This is an optimization exercise on Yosys and OpenROAD, whose aim is small area and a short achievable clock period, not a production implementation.
No activity file was given, so power comes from the tool's default toggle rates.

## the reference run
Design fft_power_peak, start of the top module:
module fft_power_peak #(
    parameter  int N          = 8,
    parameter  int DATA_WIDTH = 16,
    localparam int BIN_W      = $clog2(N),
    localparam int PWR_W      = 2 * DATA_WIDTH + 1
) (
    input  logic                         clk,
    input  logic                         rst_n,
    input  logic signed [DATA_WIDTH-1:0] in_real,
    input  logic signed [DATA_WIDTH-1:0] in_imag,
    input  logic                         in_valid,
    input  logic                         clear,
    input  logic        [PWR_W-1:0]      thresh,
    output logic                         peak_over,
    output logic        [PWR_W-1:0]      pwr_out,
    output logic        [BIN_W-1:0]      pwr_bin,
    output logic                         pwr_valid,
    output logic        [PWR_W-1:0]      peak_pwr,
    output logic        [BIN_W-1:0]      peak_bin,
    output logic                         peak_valid,
    output logic        [15:0]           frame_cnt,
    output logic        [1:0]            dbg_state
);
Settings: LEC_CHECK=0, CAP_MARGIN=20, CORE_MARGIN=2, CORE_UTILIZATION=40, SETUP_SLACK_MARGIN=4.2, SLEW_MARGIN=20, SYNTH_HIERARCHICAL=1, SYNTH_MINIMUM_KEEP_SIZE=0; clock period 7.5 ns.
standard.sh (not shown) runs the stock make flow with config.mk's settings and CLKGATE_MAP_FILE= SYNTH_SCRIPT=/design/flow/synth_recipe.tcl, a recipe that flattens the netlist after the stock synthesis.
==> flow/flow/run.sh <==
#!/bin/bash
# Layout flow: the standard flow (standard synthesis, floorplan, place, CTS, route,
# finish) unchanged, except that the port buffers are the platform's plain buf_1 cell
# instead of the resizer's default pick; repair_design and repair_timing still resize them.
set -euo pipefail
export BUFFER_PORTS_ARGS="-buffer_cell sky130_fd_sc_hd__buf_1"
bash standard.sh finish > standard.log 2>&1
### the reference run -> the trial run
--- a/flow/design.v
+++ b/flow/design.v
@@ -1199,33 +1199,31 @@
     fpp_fa u_fa217 (.a(r_cs[55]), .b(r_cs[56]), .c(r_cs[57]), .s(s217), .co(c217));
     fpp_fa u_fa218 (.a(r_cs[58]), .b(c215), .c(s217), .s(s218), .co(c218));
     fpp_fa u_fa219 (.a(r_cs[59]), .b(r_cs[60]), .c(r_cs[61]), .s(s219), .co(c219));
     fpp_fa u_fa220 (.a(r_cs[62]), .b(c217), .c(s219), .s(s220), .co(c220));
     fpp_fa u_fa221 (.a(r_cs[63]), .b(r_cs[64]), .c(c219), .s(s221), .co(c221));
     fpp_fa u_fa222 (.a(r_cs[65]), .b(r_cs[66]), .c(r_cs[67]), .s(s222), .co(c222));
     fpp_fa u_fa223 (.a(r_cs[68]), .b(r_cs[69]), .c(r_cs[70]), .s(s223), .co(c223));
     fpp_fa u_fa224 (.a(r_cs[71]), .b(r_cs[72]), .c(r_cs[73]), .s(s224), .co(c224));
     assign ra = {~r_cs[81], ~r_cs[79], ~r_cs[77], ~r_cs[75], ~r_cs[74], ~c223, ~c222, ~c221, ~c220, ~c218, ~c216, ~c214, ~c212, ~c210, ~c208, ~s207, ~c203, ~c201, ~c199, ~c197, ~s196, ~s194, ~c192, ~c191, ~c190, ~r_cs[9], ~r_cs[6], ~r_cs[5], ~r_cs[4], ~r_cs[2], 1'b0, r_cs[0]};
     assign rb = {~r_cs[82], ~r_cs[80], ~r_cs[78], ~r_cs[76], ~c224, ~s224, ~s223, ~s222, ~s221, ~s220, ~s218, ~s216, ~s214, ~s212, ~s210, s208, s205, s203, s201, s199, s197, s195, s193, s192, s191, s190, 1'b0, 1'b0, 1'b0, ~r_cs[3], 1'b0, r_cs[1]};
-    fpp_cpa u_cpa (.a(ra), .b(rb), .y(w_sum));
+    assign w_sum = ra + rb;
     logic [31:0] r_pwr;
     always_ff @(posedge clk) begin
         r_pwr <= w_sum;
     end
     always_ff @(posedge clk or negedge rst_n) begin
         if (!rst_n) pwr_valid <= 1'b0;
         else        pwr_valid <= r_s1_valid & ~clear;
     end
     assign pwr_out = {1'b0, r_pwr};
-    always_ff @(posedge clk) begin
-        pwr_bin <= r_bin_cnt - 3'd1;
-    end
+    assign pwr_bin = r_bin_cnt - 3'd1 - {2'b0, r_s1_valid};
     logic        r_run, r_rep;
     logic [31:0] r_run_pwr;
     logic [2:0]  r_run_bin;
     logic [31:0] r_peak_pwr;
     logic        w_beat, w_bin0, w_bin7, w_gt, w_take, w_report;
     logic [31:0] w_nxt_pwr;
     logic [2:0]  w_nxt_bin;
     assign dbg_state  = {r_rep, r_run};
     assign peak_valid = r_rep;
     assign peak_pwr   = {1'b0, r_peak_pwr};
@@ -1273,13 +1271,10 @@
 module fpp_fa (
     input  logic a,
     input  logic b,
     input  logic c,
     output logic s,
     output logic co
 );
     assign s  = a ^ b ^ c;
     assign co = (a & b) | (c & (a ^ b));
 endmodule
-module fpp_cpa (input logic [31:0] a, input logic [31:0] b, output logic [31:0] y);
-    assign y = a + b;
-endmodule
- Every run in the comparison, the trial run and the reference run, completed the flow with a clean layout.
- As of the trial run, number of non-filler instances in the completed layout had fallen by a little under 10% compared to the reference run.
- Summary of the trial run over the reference run: final period utilization rose 0.31 points; growth of design area from synthesis to finish rose 2.0 points; area of the core fell about 7%; non-clock buffer count fell 4.3%; power fell about 17%.
- Of the trial run and the reference run, the run reporting the lower logic gate share of total power was the trial run.
- The clock-cell share of area in the trial run sits 0.25 points above the value recorded for the reference run.
- The reference run -> the trial run: die area decreased by a few percent
- Compared with the reference run, in the trial run overall die height went down about 3.4%; sequential share of layout area went up 0.99 points.
- The reference run -> the trial run: area of the mapped netlist decreased by a few percent
- Aggregate global-route resource usage in the trial run vs the reference run: down 0.89 points
- Relative to the reference run, sequential cell count has gone down in the trial run.
Function was not checked in any run of this note: the RTL went through the layout flow alone.

[afterwards: timing with drivers on the ports]
No port has a modelled driver above. Below, the same layouts with a new extraction and two added sets of constraints. Step 1 assumes that a clkbuf_16 drives the clock port and a buf_2 every other input. Step 2 also shifts input and output timing later by t, the mid clock arrival at the registers, as if the neighbouring blocks saw the same clock. Slacks: ideal / step 1 / step 2; pairs: ideal / step 1.
run	shift t [ns]	setup slack, ns	clock arrival spread, ns	worst slew at a driven data input, ns
the reference run	0.568	4.105 / 4.105 / 3.562	0.020 / 0.020	0.05
the trial run	0.548	4.081 / 4.081 / 3.535	0.013 / 0.013	0.07
After both steps setup and hold are still met in every run listed. The setup slack of the trial run, which loses most, moves by 0.000 ns with the drivers and by -0.546 ns with both steps.
